Background: an optimization exercise with open tools, aiming at small area. Do not read the settings as production practice.
At most, simulation tests tie the RTL to the original design; equivalence was not proved.
Function not checked in runs 1 and 2: the RTL went through the layout flow alone.
No activity file was given, so power comes from the tool's default toggle rates.

[design/flow/config.mk]
export PLATFORM = sky130hd
export DESIGN_NAME = pdm_xcorr_lag_scan
export DESIGN_NICKNAME = pdm_xcorr_lag_scan
export VERILOG_FILES = /design/flow/design.v
export SDC_FILE = /design/flow/constraint.sdc
export NUM_CORES = 4
export LEC_CHECK = 0
export ABC_AREA = 1
export CAP_MARGIN = 20
export CORE_MARGIN = 2
export CORE_UTILIZATION = 65
export CTS_BUF_LIST = sky130_fd_sc_hd__clkbuf_16
export CTS_CLUSTER_DIAMETER = 50
export CTS_CLUSTER_SIZE = 25
export SLEW_MARGIN = 20
[design/flow/constraint.sdc]
create_clock -name core_clock -period 10.0 [get_ports {clk}]
set_input_delay 2.0000 -clock core_clock [delete_from_list [all_inputs] [get_ports {clk}]]
set_output_delay 2.0000 -clock core_clock [all_outputs]
set_load 0.01 [all_outputs]
[design/flow/design.v]
module pdm_xcorr_lag_scan #(
  parameter int MAX_LENGTH   = 256,
  parameter int MAX_LAG      = 4,
  parameter int RESULT_EVERY = 64,
  localparam int CW          = $clog2(MAX_LENGTH + 1),
  localparam int LAGW        = $clog2(MAX_LAG + 1) + 1
) (
  input  logic                   clk,
  input  logic                   rst,
  input  logic                   in_valid,
  input  logic                   data_1,
  input  logic                   data_2,
  input  logic [CW-1:0]          length,
  output logic                   primed,
  output logic                   out_valid,
  output logic signed [LAGW-1:0] best_lag,
  output logic [CW-1:0]          best_corr,
  output logic                   overrun
);
  localparam int NUM_LAGS = 2 * MAX_LAG + 1;    
  logic [7:0] d_c;
  logic [7:0] d_reg;
  logic       restart;
  always_comb begin
    if (length[8])
      d_c = 8'd255;
    else if (length[7:1] == 7'd0)
      d_c = 8'd1;
    else
      d_c = length[7:0] - 8'd1;
  end
  always_ff @(posedge clk)
    d_reg <= d_c;
  assign restart = rst || (d_c != d_reg);
  wire accept = in_valid && !restart;
  logic [8:0] r_reg;
  logic       primed_reg;
  wire        full_b = primed_reg || r_reg[8];                      
  wire        full_a = primed_reg || (r_reg[8] && !(&r_reg[7:2]));  
  always_ff @(posedge clk) begin
    if (restart) begin
      r_reg      <= {1'b0, d_c};
      primed_reg <= 1'b0;
    end else if (in_valid) begin
      r_reg <= r_reg - 9'd1;
      if (r_reg == 9'h1F8)    
        primed_reg <= 1'b1;
    end
  end
  logic [4:0] fa_reg;    
  logic       fb_reg;    
  logic [6:0] bl_reg;    
  always_ff @(posedge clk) begin
    if (restart) begin
      fa_reg[3:0] <= '0;
      fb_reg      <= 1'b0;
      bl_reg      <= '0;
    end else if (in_valid) begin
      fa_reg[3:0] <= {fa_reg[2:0], data_1};
      fb_reg      <= data_2;
      bl_reg      <= {bl_reg[5:0], fb_reg};
    end
  end
  always_ff @(posedge clk)
    if (in_valid)
      fa_reg[4] <= fa_reg[3];
  logic [8:0] ya;    
  logic [8:0] yb;
  assign ya[8] = fa_reg[4];
  assign yb[8] = fb_reg;
  generate
    for (genvar k = 7; k >= 0; k--) begin : g_stage
      localparam int W = 1 << k;
      logic [W-1:0] sa_reg;
      logic [W-1:0] sb_reg;
      if (k == 7) begin : g_top
        logic [W-8:0] sbh_reg;
        always_ff @(posedge clk)
          if (in_valid) begin
            sa_reg  <= {sa_reg[W-2:0], ya[k+1]};
            sbh_reg <= {sbh_reg[W-9:0], bl_reg[6]};
          end
        assign sb_reg = {sbh_reg, bl_reg};
      end else if (W == 1) begin : g_one
        always_ff @(posedge clk)
          if (in_valid) begin
            sa_reg <= ya[k+1];
            sb_reg <= yb[k+1];
          end
      end else begin : g_mid
        always_ff @(posedge clk)
          if (in_valid) begin
            sa_reg <= {sa_reg[W-2:0], ya[k+1]};
            sb_reg <= {sb_reg[W-2:0], yb[k+1]};
          end
      end
      assign ya[k] = d_reg[k] ? sa_reg[W-1] : ya[k+1];
      assign yb[k] = d_reg[k] ? sb_reg[W-1] : yb[k+1];
    end
  endgenerate
  wire old_a  = ya[0] & full_a;
  wire old_b0 = yb[0] & full_b;
  logic [7:0] tb_reg;
  always_ff @(posedge clk) begin
    if (restart)
      tb_reg <= '0;
    else if (in_valid)
      tb_reg <= {tb_reg[6:0], old_b0};
  end
  logic [8:0] old_b;    
  assign old_b = {tb_reg, old_b0};
  logic [8:0] new_b;    
  assign new_b = {bl_reg, fb_reg, data_2};
  logic [8:0] cnt_reg [NUM_LAGS];
  generate
    for (genvar gi = 0; gi < NUM_LAGS; gi++) begin : g_lag
      wire        m_new = fa_reg[3] ^ new_b[8-gi];
      wire        m_old = old_a ^ old_b[8-gi];
      wire        up = in_valid && m_new && !m_old;
      wire        dn = in_valid && !m_new && m_old;
      logic [8:0] tgl;
      logic [9:0] pu, pd;
      always_comb begin
        pu[0] = up;
        pd[0] = dn;
        for (int i = 0; i < 9; i++) begin
          tgl[i]  = pu[i] || pd[i];
          pu[i+1] = pu[i] && cnt_reg[gi][i];
          pd[i+1] = pd[i] && !cnt_reg[gi][i];
        end
      end
      always_ff @(posedge clk) begin
        if (restart)
          cnt_reg[gi] <= '0;
        else
          cnt_reg[gi] <= cnt_reg[gi] ^ tgl;
      end
    end
  endgenerate
  wire trigger = accept && primed_reg && (r_reg[5:0] == 6'd56);
  logic [8:0] min_val;
  logic [3:0] min_idx;
  always_comb begin
    logic [NUM_LAGS-1:0] alive;
    logic [NUM_LAGS-1:0] zero;
    alive = '1;
    for (int b = 8; b >= 0; b--) begin
      for (int i = 0; i < NUM_LAGS; i++)
        zero[i] = alive[i] && !cnt_reg[i][b];
      min_val[b] = ~|zero;
      if (|zero)
        alive = zero;
    end
    min_idx = 4'd8;
    for (int i = NUM_LAGS - 1; i >= 0; i--)
      if (alive[i])
        min_idx = 4'(i);
  end
  logic [3:0]             k_reg;
  logic [8:0]             pend_val;
  logic signed [LAGW-1:0] pend_lag;
  logic signed [LAGW-1:0] best_lag_reg;
  logic [CW-1:0]          best_corr_reg;
  logic                   overrun_reg;
  wire                    idle = (k_reg == 4'd0);
  always_ff @(posedge clk) begin
    if (restart)
      k_reg <= 4'd0;
    else if (idle)
      k_reg <= trigger ? 4'd1 : 4'd0;
    else if (k_reg == 4'd10)
      k_reg <= 4'd0;
    else
      k_reg <= k_reg + 4'd1;
  end
  always_ff @(posedge clk) begin
    if (k_reg == 4'd1) begin
      pend_val <= min_val;
      pend_lag <= LAGW'(min_idx - 4'd4);
    end
  end
  always_ff @(posedge clk) begin
    if (rst) begin
      best_lag_reg  <= '0;
      best_corr_reg <= '0;
      overrun_reg   <= 1'b0;
    end else begin
      if (trigger && !idle)
        overrun_reg <= 1'b1;
      if (k_reg == 4'd9 && !restart) begin
        best_lag_reg  <= pend_lag;
        best_corr_reg <= pend_val;
      end
    end
  end
  assign primed    = primed_reg;
  assign out_valid = (k_reg == 4'd10);
  assign overrun   = overrun_reg;
  assign best_lag  = best_lag_reg;
  assign best_corr = best_corr_reg;
endmodule
[design/flow/flow/run.sh]
#!/bin/bash
set -euo pipefail
W=$(pwd)
rm -rf "$W/scripts_syn"
mkdir -p "$W/scripts_syn"
cp -r "$FLOW_HOME/scripts/." "$W/scripts_syn/"
cp "$W/flow/abc_area.script" "$W/scripts_syn/abc_area.script"
bash "$W/standard.sh" SCRIPTS_DIR="$W/scripts_syn" synth > "$W/synth.log" 2>&1
bash "$W/standard.sh" finish > "$W/layout.log" 2>&1
[design/flow/flow/abc_area.script]
strash
dc2
dc2
&get -n
&st
&dch -f
&nf -a -R 1000
&put
[design/flow/standard.sh]
#!/bin/bash
# synth_recipe.tcl (not shown) runs the flow's synth.tcl, then flattens the netlist and writes it again
# the make line also repeats each setting of config.mk as NAME=value (left out here)
make -C /OpenROAD-flow-scripts/flow DESIGN_CONFIG=/design/flow/config.mk WORK_HOME=/design/flow/orfs CLKGATE_MAP_FILE= SYNTH_SCRIPT=/design/flow/synth_recipe.tcl "${@:-finish}"
==> metrics.cfg, run 1 <==
[route]
drt_iter0_markers=977
antenna_left=0
detailroute.via_count=11600
wire_per_inst_um=18.6
drc_errors=0
route.detailed.vias_per_inst=5.71
drt_wl_total_um=37600
dr.pass1.iters=7

[cells_and_area]
drive_gt1_share_pct=6.06
final_net_count=1551
largest_reg_flops=255
n_fill_cell=2203
layout.core_utilization_pct=73.3
insertedDiodeCount=0
area_delta_synth_final_pct=11.1

[critical_path]
cp_data_required_time_ns=10.30
timing.critical_path.max_delay_family=compound AO/OA/AOI/OAI gates
r2r_slack_ns=0.99
path_buf_inv=2
worst_path_largest_cell_delay_ns=0.49
critPathMaxFanout=17
setup.worst_path.class=reg -> reg
crit_slowest_cell=nor4_1
critical_path.endpoint_type=flop
most_frequent_cp_cell=nor2_1
cp.arrival_ns=9.30
start_kind=flop

[logic_synthesis]
synth.top_cell.area_share_pct=69.2
ys.warnings.count=2
main_synth_ff_type=edfxtp_1
synth_top_family_by_area=compound AO/OA/AOI/OAI gates
syn-mean-instance-area_um2=15.8
synth-seq-cells=654
synthMostInstantiatedCell=edfxtp_1
ys_top_cells_by_count=edfxtp_1, a21oi_1, dfxtp_1
ys_top_cells_by_area=edfxtp_1, dfxtp_1, a21oi_1, nand2_1, o21ai_0
synth_adder_area_share_pct=0.385
post_synth_and_or_nand_nor_area_fraction_pct=6.92
synth.yosys.seq_area_share_pct=80.6
synth-xor-area-share_pct=1.31
synth_compound_gate_area_share_pct=9.22
synth_top_cell_by_area=edfxtp_1
async_reset_ff_share_pct=0
netlist_instances=1439
synth-edff-count=525
synth.cell_area_um2=22800
synthDistinctLibCells=44
mappedNetlistNets=1460
muxShareOfSynthArea_pct=0.758

[status]
status=timing/DRC/antenna clean

[floorplan]
floorplan.die.height_um=191
design.portCount=30
core_area_um2=34500
die-width_um=191
dieArea_um2=36500
placementRows=68
start_util_pct=65.9

[timing]
worst_slew_margin_rel_pct=29.3
rsz0062_at_grt=false
final.setup_skew_ns=0.0291
fin_worst_hold_slack_ns=0.408
worst_slack_ns=0.994
fmax_mhz=111
finalSetupTns_ns=0
worst_pin_slew_ns=1.06
post-route-period-util_pct=90.1
finalMaxSlewViolations=0
hold_violations=0
setup_viol_count_final=0
min_period_ns=9.01

[clock_tree]
clock_root_cell=clkbuf_16
cts_tree=yes
cts_htree_levels=2
clock_latency_ns=0.58
cts_hold_buf=0
clk_transition_reported_paths_ns=0.09
cts_made_buffers=45
ctsLongestPathBuffers=3
clock_sinks=654

[placed_design]
buffer_ports.inserted=29
gp_congestion=0.945
pre_cts_slack_ns=0.808
dp_hpwl_um=22500

[global_route]
grt_overflow_total=0
grt_start_max_net_pins=96
grt_antenna_before_repair=1
via_count_of_the_first_global_routing_pass=10800
grt.total_usage_pct=21.3
grt_pass1_wl_um=59200

[hold_path]
hold_path.class=reg -> reg

[pwr]
design_power_total_mw=5.09
leakagePower_nw=8.84
ir_worst_vdd_mv=0.192
power-per-cell-area_nw_per_um2=201

[job]
max_cap_viol_count=0

[stage by stage]
step,area (um^2),cells
floorplan,22800,1439
global placement,23700,1935
detailed placement,23700,1935
CTS,25300,2019
global route,25300,2022
finish,25300,2022
[power by group]
group | internal [mW] | switching [mW] | total (mW)
Sequential | 3.07 | 0.0434 | 3.12
Combinational | 0.0200 | 0.0618 | 0.0818
Clock | 0.920 | 0.972 | 1.89
[cell usage in the layout, fill, tap and decap left out, drive strengths merged, types with 18 or more instances in the layout]
master,synthesis,routed
edfxtp,525,525
a21oi,150,150
dfxtp,129,129
nand2,105,105
o21ai,72,72
nor2,71,71
clkinv,51,61
clkbuf,0,47
clkdlybuf4s50,0,28
and3,27,27
o21a,26,26
inv,0,25
o22ai,23,23
a21o,21,21
nand2b,19,19
a22o,19,19
xor2,18,18
[per-layer routing]
layer / track usage [%] / wire, um / vias to the layer above
li1: - / - / 5672
met1: 32.4 / 17900 / 5616
met2: 33.1 / 17600 / 219
met3: 2.85 / 1520 / 47
met4: 5.62 / 635 / 0
met5: 0 / 0 / -
[area by class of cell]
class	count	area (um^2)	share of cell area (%)
clock inverter	37	377	1.49
multi-input combinational	734	4240	16.8
inverter	51	191	0.756
clock buffer	47	1180	4.65
timing repair buffer	44	408	1.61
sequential	654	18300	72.5
tap	455	569	2.25
[path summary, 6_finish.rpt]
path	startpoint	endpoint	cells after the start
worst max-delay path	cnt_reg[6][8]	pend_lag[0]	46
worst max register to register	cnt_reg[6][8]	pend_lag[0]	46
worst min-delay path	g_stage[7].sa_reg[2]	g_stage[7].sa_reg[3]	0
worst min register to register	g_stage[7].sa_reg[2]	g_stage[7].sa_reg[3]	0
[cells by family after synthesis]
logic type | Yosys count
compound gates | 352
xor+xnor | 34
fa+ha+maj | 7
buf+inv | 51
flops | 654
mux | 16
simple gates | 325
[repair_timing]
action / CTS / global route
endpoints found under the setup margin: 0 / 4
setup buffers: 0 / 3
gates resized for setup: 0 / 4
[worst register-to-register path, delay by kind of cell, from the launching register on]
| family | cells | cell delay, ns |
|---|---|---|
| buffers and inverters | 2 | 0.35 |
| AND/OR/NAND/NOR | 23 | 3.88 |
| AO/OA/AOI/OAI | 21 | 4.06 |
| flip-flops | 1 | 0.42 |
==> run 2: changes to the inputs <==
--- a/design/flow/config.mk
+++ b/design/flow/config.mk
@@ -10,6 +10,6 @@
 export CORE_MARGIN = 2
 export CORE_UTILIZATION = 65
-export CTS_BUF_LIST = sky130_fd_sc_hd__clkbuf_16
-export CTS_CLUSTER_DIAMETER = 50
-export CTS_CLUSTER_SIZE = 25
+export CTS_BUF_LIST = sky130_fd_sc_hd__clkbuf_8
+export CTS_CLUSTER_DIAMETER = 40
+export CTS_CLUSTER_SIZE = 16
 export SLEW_MARGIN = 20
==> run 2 against run 1 <==
Sequential power barely moved. Final cell count rose by 2.0%. Still clean. Clock skew rose by 0.0032 ns. Largest power group unchanged. Non-clock buffer count rose by 1. Via count rose by 1.1%. Area after synthesis did not move. Setup slack improved by 0.074 ns.
==> metrics.cfg, run 2 <==
[status]
status=timing/DRC/antenna clean

[clock_tree]
cts_hold_buf=0
clock_latency_ns=0.63
clk_transition_reported_paths_ns=0.09
clock_root_cell=clkbuf_8
cts_made_buffers=69
cts_tree=yes
cts_htree_levels=3
clock_sinks=654
ctsLongestPathBuffers=3

[logic_synthesis]
synth.cell_area_um2=22800
synth-seq-cells=654
async_reset_ff_share_pct=0
synth.yosys.seq_area_share_pct=80.6
syn-mean-instance-area_um2=15.8
mappedNetlistNets=1460
synth.top_cell.area_share_pct=69.2
netlist_instances=1439
synth-edff-count=525
synth_top_cell_by_area=edfxtp_1
ys.warnings.count=2
main_synth_ff_type=edfxtp_1
ys_top_cells_by_count=edfxtp_1, a21oi_1, dfxtp_1
synthMostInstantiatedCell=edfxtp_1
ys_top_cells_by_area=edfxtp_1, dfxtp_1, a21oi_1, nand2_1, o21ai_0
synthDistinctLibCells=44

[critical_path]
critical_path.endpoint_type=flop
most_frequent_cp_cell=nor2_1
start_kind=flop
cp.arrival_ns=9.28
cp_data_required_time_ns=10.35
reg_to_reg_critical_path_startpoint=cnt_reg[5][8]
setup.worst_path.class=reg -> reg
startpoint=cnt_reg[5][8]
critPathMaxFanout=17
worst_path_largest_cell_delay_ns=0.49
r2r_slack_ns=1.07
crit_slowest_cell=o211ai_1

[route]
wire_per_inst_um=18.5
drt_wl_total_um=38200
dr.pass1.iters=6
highest_layer_used_for_signal_routing=met4
drt_iter0_markers=883
wirelength_met1_um=18000
route.detailed.vias_per_inst=5.66
drc_errors=0
antenna_left=0
met3_wirelength_um=1990
route.met2.wl_um=17500
detailroute.via_count=11700

[floorplan]
floorplan.die.height_um=191
placementRows=68
dieArea_um2=36500
design.portCount=30
start_util_pct=65.9
core_area_um2=34500
die-width_um=191

[placed_design]
dp_hpwl_um=22500
buffer_ports.inserted=29
dpl-instance-area_um2=23700
gp_congestion=0.945

[cells_and_area]
drive_gt1_share_pct=8.03
area_delta_synth_final_pct=11.1
largest_reg_flops=255
layout.core_utilization_pct=73.3
mostFrequentLayoutCell=edfxtp_1
design_area_um2=25300
final_net_count=1576
layout.cells.most_common_list=edfxtp_1, a21oi_1, dfxtp_1, nand2_1, clkbuf_8

[timing]
fmax_mhz=112
setup_viol_count_final=0
finalMaxSlewViolations=0
post-route-period-util_pct=89.3
worst_pin_slew_ns=1.02
worst_slew_margin_rel_pct=32.2
fin_worst_hold_slack_ns=0.405
finalSetupTns_ns=0
min_period_ns=8.93
rsz0062_at_grt=false
hold_violations=0
final.setup_skew_ns=0.0322

[global_route]
grt_overflow_total=0
grt_start_max_net_pins=96
grt.total_usage_pct=21.6
grt_antenna_before_repair=1
via_count_of_the_first_global_routing_pass=11000
grt_pass1_wl_um=59700

[pwr]
leakagePower_nw=8.86
power-per-cell-area_nw_per_um2=200
design_power_total_mw=5.06
ir_worst_vdd_mv=0.157

[hold_path]
min-delay-start=g_stage[5].sb_reg[14]
hold_path.class=reg -> reg

[job]
max_cap_viol_count=0

==> run 2: logic make-up after synthesis <==
group | after synthesis | share of synthesized area (%)
flops | 654 | 80.6
compound gates | 352 | 9.22
simple gates | 325 | 6.92
buf+inv | 51 | 0.841
xor+xnor | 34 | 1.31
mux | 16 | 0.758
fa+ha+maj | 7 | 0.385
==> run 2: worst paths after layout <==
path,end,depth (start not counted)
max,pend_lag[0],44
min,g_stage[5].sb_reg[15],0
max reg2reg,pend_lag[0],44
min reg2reg,g_stage[5].sb_reg[15],0
==> run 2: stage by stage <==
step | std cells | worst slack, ns
floorplan | 1439 | 2.01
CTS | 2057 | 0.760
finish | 2062 | 1.07
detailed placement | 1935 | 0.808
global placement | 1935 | 1.26
global route | 2061 | 0.107
==> run 2: layer usage <==
metal / track usage, % / up-vias
li1: - / 5729
met1: 32.2 / 5623
met2: 32.7 / 262
met3: 4.19 / 63
met4: 6.80 / 0
met5: 0 / -
==> run 2: cell type report <==
class / count / area, um^2
antenna: 1 / 2.50
clock buffer: 73 / 1000
clock inverter: 49 / 514
fill: 2158 / 9240
inverter: 51 / 191
multi-input combinational: 734 / 4240
sequential: 654 / 18300
tap: 455 / 569
timing repair buffer: 45 / 435
==> run 2: critical path, delay by kind of cell, from the launching register on <==
kind,cells,cell delay (ns)
compound gates,20,4.14
simple gates,22,3.74
flops,1,0.41
buf+inv,2,0.35
==> run 2: where the power goes <==
| part | switching [mW] | internal [mW] |
|---|---|---|
| Combinational | 0.0618 | 0.0211 |
| Sequential | 0.0433 | 3.07 |
| Clock | 0.963 | 0.900 |
==> run 2: timing repair <==
item / CTS / global route
setup buffers: 0 / 3
gates resized for setup: 0 / 4
setup endpoints to repair: 0 / 4
==> run 3: changes to the inputs <==
--- a/design/flow/design.v
+++ b/design/flow/design.v
@@ -117,16 +117,10 @@
       wire        m_new = fa_reg[3] ^ new_b[8-gi];
       wire        m_old = old_a ^ old_b[8-gi];
-      wire        up = in_valid && m_new && !m_old;
-      wire        dn = in_valid && !m_new && m_old;
+      wire        step  = in_valid && (m_new ^ m_old);
       logic [8:0] tgl;
-      logic [9:0] pu, pd;
       always_comb begin
-        pu[0] = up;
-        pd[0] = dn;
-        for (int i = 0; i < 9; i++) begin
-          tgl[i]  = pu[i] || pd[i];
-          pu[i+1] = pu[i] && cnt_reg[gi][i];
-          pd[i+1] = pd[i] && !cnt_reg[gi][i];
-        end
+        tgl[0] = step;
+        for (int i = 1; i < 9; i++)
+          tgl[i] = tgl[i-1] && (cnt_reg[gi][i-1] ^ m_old);
       end
       always_ff @(posedge clk) begin
==> design/flow/run.sh (new file) <==
#!/bin/bash
# synth_recipe.tcl (not shown) runs the flow's synth.tcl, then flattens the netlist and writes it again
# the make line also repeats each setting of config.mk as NAME=value (left out here)
make -C /OpenROAD-flow-scripts/flow DESIGN_CONFIG=/design/flow/config.mk WORK_HOME=/design/flow/orfs CLKGATE_MAP_FILE= SYNTH_SCRIPT=/design/flow/synth_recipe.tcl finish
--- a/design/flow/config.mk
+++ b/design/flow/config.mk
@@ -10,6 +10,3 @@
 export CORE_MARGIN = 2
 export CORE_UTILIZATION = 65
-export CTS_BUF_LIST = sky130_fd_sc_hd__clkbuf_8
-export CTS_CLUSTER_DIAMETER = 40
-export CTS_CLUSTER_SIZE = 16
 export SLEW_MARGIN = 20
removed: design/flow/flow/run.sh
removed: design/flow/flow/abc_area.script
removed: design/flow/standard.sh
==> run 3 against run 2 <==
Area after synthesis grew 6.3%. Clock-buffer cell count grew 3. Combinational power grew 2.4%. Highest routed layer unchanged. First-iteration DRC count grew 35%. Register-to-register slack gained 2.6 ns. Sequential power is essentially flat. Synthesized cell count grew 31%. Critical endpoint is now pend_lag[1]. Cell area grew 7.8%. Still clean. Clock power grew 32%. Utilization grew 1.2 points. Critical path depth grew 2. Via count grew 18%.
==> metrics.cfg, run 3 <==
[route]
dr.pass1.iters=6
wire_per_inst_um=17.8
antenna_left=0
route.met2.wl_um=20100
detailroute.via_count=13700
drt_iter0_markers=1190
drt_wl_total_um=44100
met3_wirelength_um=2170
wirelength_met1_um=20300
drc_errors=0
highest_layer_used_for_signal_routing=met4
route.detailed.vias_per_inst=5.54

[logic_synthesis]
synth.cell_area_um2=24200
synth.yosys.seq_area_share_pct=75.8
ys.warnings.count=2
muxShareOfSynthArea_pct=0.0465
synthDistinctLibCells=42
netlist_instances=1879
synth_top_cell_by_area=edfxtp_1
synth_compound_gate_area_share_pct=6.67
syn-mean-instance-area_um2=12.9
async_reset_ff_share_pct=0
ys_top_cells_by_area=edfxtp_1, dfxtp_1, nand2_1, inv_1, o21ai_0
synth-edff-count=525
mappedNetlistNets=1900
main_synth_ff_type=edfxtp_1
ys_top_cells_by_count=edfxtp_1, nand2_1, inv_1
synth_top_family_by_area=simple AND/OR/NAND/NOR gates
synth-seq-cells=654
post_synth_and_or_nand_nor_area_fraction_pct=12.5
synthMostInstantiatedCell=edfxtp_1
synth.top_cell.area_share_pct=65.1
synth-xor-area-share_pct=0.832
synth_adder_area_share_pct=0.362

[placed_design]
pre_cts_slack_ns=3.70
buffer_ports.inserted=29
gp_congestion=0.910
dp_hpwl_um=25700
dp_cells=2364

[timing]
worst_slew_margin_rel_pct=32.5
rsz0062_at_grt=false
finalSetupTns_ns=0
finalMaxSlewViolations=0
final.setup_skew_ns=0.0219
fmax_mhz=158
worst_pin_slew_ns=1.01
post-route-period-util_pct=63.4
setup_viol_count_final=0
worst_slack_ns=3.66
min_period_ns=6.34
hold_violations=0

[cells_and_area]
layout.cells.most_common_list=edfxtp_1, nand2_1, inv_1, o21ai_0, dfxtp_1
largest_reg_flops=255
instances_no_fill=2480
drive_gt1_share_pct=10.2
n_fill_cell=2340
area_delta_synth_final_pct=12.7
final_net_count=1981
mostFrequentLayoutCell=edfxtp_1
insertedDiodeCount=0

[clock_tree]
cts_hold_buf=0
postCtsSetupRepairBufs=0
cts_made_buffers=61
cts_htree_levels=2
clock_root_cell=clkbuf_16
cts_tree=yes
ctsLongestPathBuffers=3
clock_latency_ns=0.63
clk_transition_reported_paths_ns=0.06
post_cts_resized=0
clock_sinks=654

[pwr]
power-per-cell-area_nw_per_um2=208
leakagePower_nw=10.3
design_power_total_mw=5.66
ir_worst_vdd_mv=0.242

[critical_path]
worst_path_largest_cell_delay_ns=0.42
start_kind=flop
critPathMaxFanout=15
startpoint=cnt_reg[1][8]
cp_data_required_time_ns=10.37
most_frequent_cp_cell=nand2_1
setup.worst_path.class=reg -> reg
reg_to_reg_critical_path_startpoint=cnt_reg[1][8]
critical_path.endpoint_type=flop
crit_slowest_cell=dfxtp_1
cp.arrival_ns=6.71

[floorplan]
placementRows=70
core_area_um2=36600
design.portCount=30
floorplan.die.height_um=197
start_util_pct=66.1
die-width_um=197
dieArea_um2=38800

[global_route]
grt_overflow_total=0
grt_pass1_wl_um=69000
grt_start_max_net_pins=217
grt.total_usage_pct=23.2
grt_antenna_before_repair=0
via_count_of_the_first_global_routing_pass=13200

[job]
max_cap_viol_count=0

[hold_path]
min-delay-start=g_stage[7].sa_reg[3]
hold_path.class=reg -> reg

[status]
status=timing/DRC/antenna clean

run 3: cell count changes after synthesis, sizes merged, moves of 35 or more:
cell and delta:
nand2 +292, nand3 +79, inv +218, a21oi -35, o21ai +81, clkinv -47
nor2 +38
run 3: critical path: cells and delay by family (launching register included):
family | cells | cell delay [ns]
AO/OA/AOI/OAI | 4 | 0.91
flip-flops | 1 | 0.42
AND/OR/NAND/NOR | 42 | 4.72
run 3: metrics by stage:
step,utilization [%],instance area [um^2],hold WS [ns]
5_1_grt,74.5,27300,0.408
2_1_floorplan,-,24200,0.400
3_3_place_gp,68.5,25100,0.401
6_report,74.5,27300,0.400
3_5_place_dp,68.5,25100,0.405
4_1_cts,74.4,27200,0.408
run 3: path summary, 6_finish.rpt:
check                    endpoint  slack [ns]  cells past startpoint
max                   pend_lag[1]        3.66                     46
min          g_stage[7].sa_reg[4]        0.40                      0
max reg2reg           pend_lag[1]        3.66                     46
min reg2reg  g_stage[7].sa_reg[4]        0.40                      0
run 3: layout make-up:
type	count	area (um^2)	area share, %
flip-flops and latches	654	18300	67.3
well taps	468	586	2.15
inverters	222	833	3.06
repair buffers	37	388	1.42
clock buffers	76	1660	6.10
multi-input cells	984	4950	18.2
clock inverters	39	503	1.84
run 3: power by group:
part	switching, mW	internal, mW
combinational	0.0660	0.0190
sequential	0.0418	3.08
clock	1.01	1.45
total	1.12	4.54
run 3: kinds of logic after synthesis:
group           after synthesis
mux                           1
compound gates              306
simple gates                647
flops                       654
buf+inv                     241
xor+xnor                     23
fa+ha+maj                     7
run 3: routing by layer:
metal | vias to the layer above | track usage, %
li1 | 6706 | -
met1 | 6600 | 33.3
met2 | 348 | 36.2
met5 | - | 0
met3 | 87 | 3.42
met4 | 0 | 9.47
==> run 4: changes to the inputs <==
--- a/design/flow/config.mk
+++ b/design/flow/config.mk
@@ -10,3 +10,6 @@
 export CORE_MARGIN = 2
 export CORE_UTILIZATION = 65
+export CTS_BUF_LIST = sky130_fd_sc_hd__clkbuf_8
+export CTS_CLUSTER_DIAMETER = 50
+export CTS_CLUSTER_SIZE = 20
 export SLEW_MARGIN = 20
==> run 4 against run 3 <==
Sequential power about the same. Synthesized cell count unchanged. Clock skew increased by 0.0084 ns. Clock-buffer cell count decreased by 28. Routed wire length decreased by 8.4%. Die area unchanged. Still clean on timing, DRC and antenna.
==> metrics.cfg, run 4 <==
[clock_tree]
clock_latency_ns=0.67
post_cts_resized=0
cts_tree=yes
postCtsSetupRepairBufs=0
cts_made_buffers=48
clock_root_cell=clkbuf_8
cts_hold_buf=0
clock_sinks=654
cts_htree_levels=2
clk_transition_reported_paths_ns=0.10
ctsLongestPathBuffers=3

[timing]
hold_violations=0
setup_viol_count_final=0
finalMaxSlewViolations=0
min_period_ns=6.27
worst_pin_slew_ns=1.27
rsz0062_at_grt=false
worst_slew_margin_rel_pct=15.2
fin_worst_hold_slack_ns=0.405
finalSetupTns_ns=0
final.setup_skew_ns=0.0303
post-route-period-util_pct=62.7
fmax_mhz=160

[logic_synthesis]
synth.yosys.seq_area_share_pct=75.8
synth_top_cell_by_area=edfxtp_1
ys_top_cells_by_area=edfxtp_1, dfxtp_1, nand2_1, inv_1, o21ai_0
ys_top_cells_by_count=edfxtp_1, nand2_1, inv_1
synth.cell_area_um2=24200
synth.top_cell.area_share_pct=65.1
synthMostInstantiatedCell=edfxtp_1
main_synth_ff_type=edfxtp_1
async_reset_ff_share_pct=0
netlist_instances=1879
synthDistinctLibCells=42
synth-seq-cells=654
synth-edff-count=525
syn-mean-instance-area_um2=12.9
ys.warnings.count=2
mappedNetlistNets=1900

[global_route]
grt_pass1_wl_um=63600
grt_antenna_before_repair=0
via_count_of_the_first_global_routing_pass=12500
grt_overflow_total=0
grt_start_max_net_pins=217
grt.total_usage_pct=21.2

[critical_path]
cp_data_required_time_ns=10.42
timing.rr.end=pend_lag[0]
startpoint=cnt_reg[1][8]
worst_path_largest_cell_delay_ns=0.42
setup.worst_path.class=reg -> reg
reg2reg_depth=51
cp.arrival_ns=6.68
reg_to_reg_critical_path_startpoint=cnt_reg[1][8]
most_frequent_cp_cell=nand2_1
critical_path.endpoint_type=flop
crit_slowest_cell=dfxtp_1
start_kind=flop
critPathMaxFanout=15
r2r_slack_ns=3.73

[cells_and_area]
mostFrequentLayoutCell=edfxtp_1
area_delta_synth_final_pct=7.68
layout.core_utilization_pct=71.2
design_area_um2=26100
final_net_count=1967
n_fill_cell=2494
layout.cells.most_common_list=edfxtp_1, nand2_1, inv_1, o21ai_0, dfxtp_1
largest_reg_flops=255
insertedDiodeCount=0
multi_input_comb_area_um2=4950
drive_gt1_share_pct=8.70
final-seq-area_um2=18300

[pwr]
power-per-cell-area_nw_per_um2=177
ir_worst_vdd_mv=0.168
leakagePower_nw=9.79
design_power_total_mw=4.62

[route]
route.detailed.vias_per_inst=5.51
drt_iter0_markers=1162
detailroute.via_count=13500
drc_errors=0
antenna_left=0
wire_per_inst_um=16.5
drt_wl_total_um=40300
dr.pass1.iters=8

[floorplan]
die-width_um=197
start_util_pct=66.1
dieArea_um2=38800
design.portCount=30
placementRows=70
floorplan.die.height_um=197
core_area_um2=36600

[hold_path]
timing.hold.worst_endpoint=g_stage[6].sb_reg[16]
worstHoldPathCells=0
hold_path.class=reg -> reg
min-delay-start=g_stage[6].sb_reg[15]

[status]
status=timing/DRC/antenna clean

[placed_design]
buffer_ports.inserted=29
dp_hpwl_um=25700
dpl-instance-area_um2=25100
gp_congestion=0.910

[job]
max_cap_viol_count=0

==> run 4: cell counts after synthesis <==
Identical to the previous run, type by type.
==> run 4: area by class of cell <==
type | instances | share of cell area, %
flip-flops and latches | 654 | 70.4
clock buffers | 48 | 2.53
well taps | 468 | 2.25
inverters | 222 | 3.20
repair buffers | 36 | 1.38
clock inverters | 33 | 1.25
multi-input cells | 984 | 19.0
==> run 4: routing by layer <==
metal,share of wire [%],GRT usage (%),vias up,routed length [um]
met2,44,32.1,276,17800
met3,4.7,3.73,70,1880
met4,3.1,7.77,0,1250
met5,0,0,-,0
li1,-,-,6647,-
met1,48,31.3,6487,19500
==> run 4: worst max-delay path, delay by kind of cell (launching register included) <==
| kind | cells | cell delay [ns] |
|---|---|---|
| and+or+nand+nor | 47 | 4.89 |
| AOI/OAI and AO/OA | 3 | 0.57 |
| DFF | 1 | 0.42 |
| buffers and inverters | 1 | 0.07 |
==> run 4: worst max path at each step <==
stage	to	slack [ns]
floorplan	pend_lag[1]	4.91
global placement	bl_reg[6]	3.79
detailed placement	bl_reg[6]	3.70
CTS	pend_lag[1]	3.88
global route	pend_lag[1]	2.97
finish	pend_lag[0]	3.73
==> run 4: metrics by stage <==
step / setup WS (ns) / std cells
2_1_floorplan: 4.91 / 1879
3_3_place_gp: 3.79 / 2364
3_5_place_dp: 3.70 / 2364
4_1_cts: 3.88 / 2445
5_1_grt: 2.97 / 2445
6_report: 3.73 / 2445
==> run 4: report_power, final <==
| part | internal, mW | switching (mW) | total [mW] |
|---|---|---|---|
| Clock | 0.564 | 0.864 | 1.43 |
| Sequential | 3.07 | 0.0367 | 3.11 |
| Combinational | 0.0178 | 0.0647 | 0.0825 |
| Total | 3.65 | 0.965 | 4.62 |
==> run 4: cells by family (layout without fill, tap and decap cells) <==
group,after synthesis,count (layout),share of synthesized area [%]
compound gates,306,306,6.67
mux,1,1,0.0465
flops,654,654,75.8
simple gates,647,647,12.5
fa+ha+maj,7,7,0.362
xor+xnor,23,23,0.832
buf+inv,241,339,3.80

==> port drivers added, routing unchanged <==
No port has a modelled driver above. Below, the same layouts with a new extraction and two added sets of constraints.
Step 1, drivers: a clkbuf_16 drives clk and a buf_2 each remaining input, both assumed.
Step 2 times the ports against the registers' clock, not the clock port: input delays grow and output delays shrink by t, the midpoint of the rising clock arrivals with the driver on.
a / b / c = ideal ports / drivers / drivers and shift; a / b = the first two.
| run | t, ns | setup slack, ns | worst setup path at the end | pins driven straight from the clock port |
|---|---|---|---|---|
| run 1 | 0.615 | 0.994 / 0.994 / 0.994 | register to register | 1 |
| run 2 | 0.669 | 1.067 / 1.067 / 1.067 | register to register | 1 |
| run 3 | 0.675 | 3.660 / 3.660 / 3.596 | input to register | 1 |
| run 4 | 0.701 | 3.732 / 3.732 / 3.652 | input to register | 1 |
After both steps every run listed still meets setup and hold. The setup slack of run 4, which loses most, moves by 0.000 ns with the drivers and by -0.080 ns with both steps.
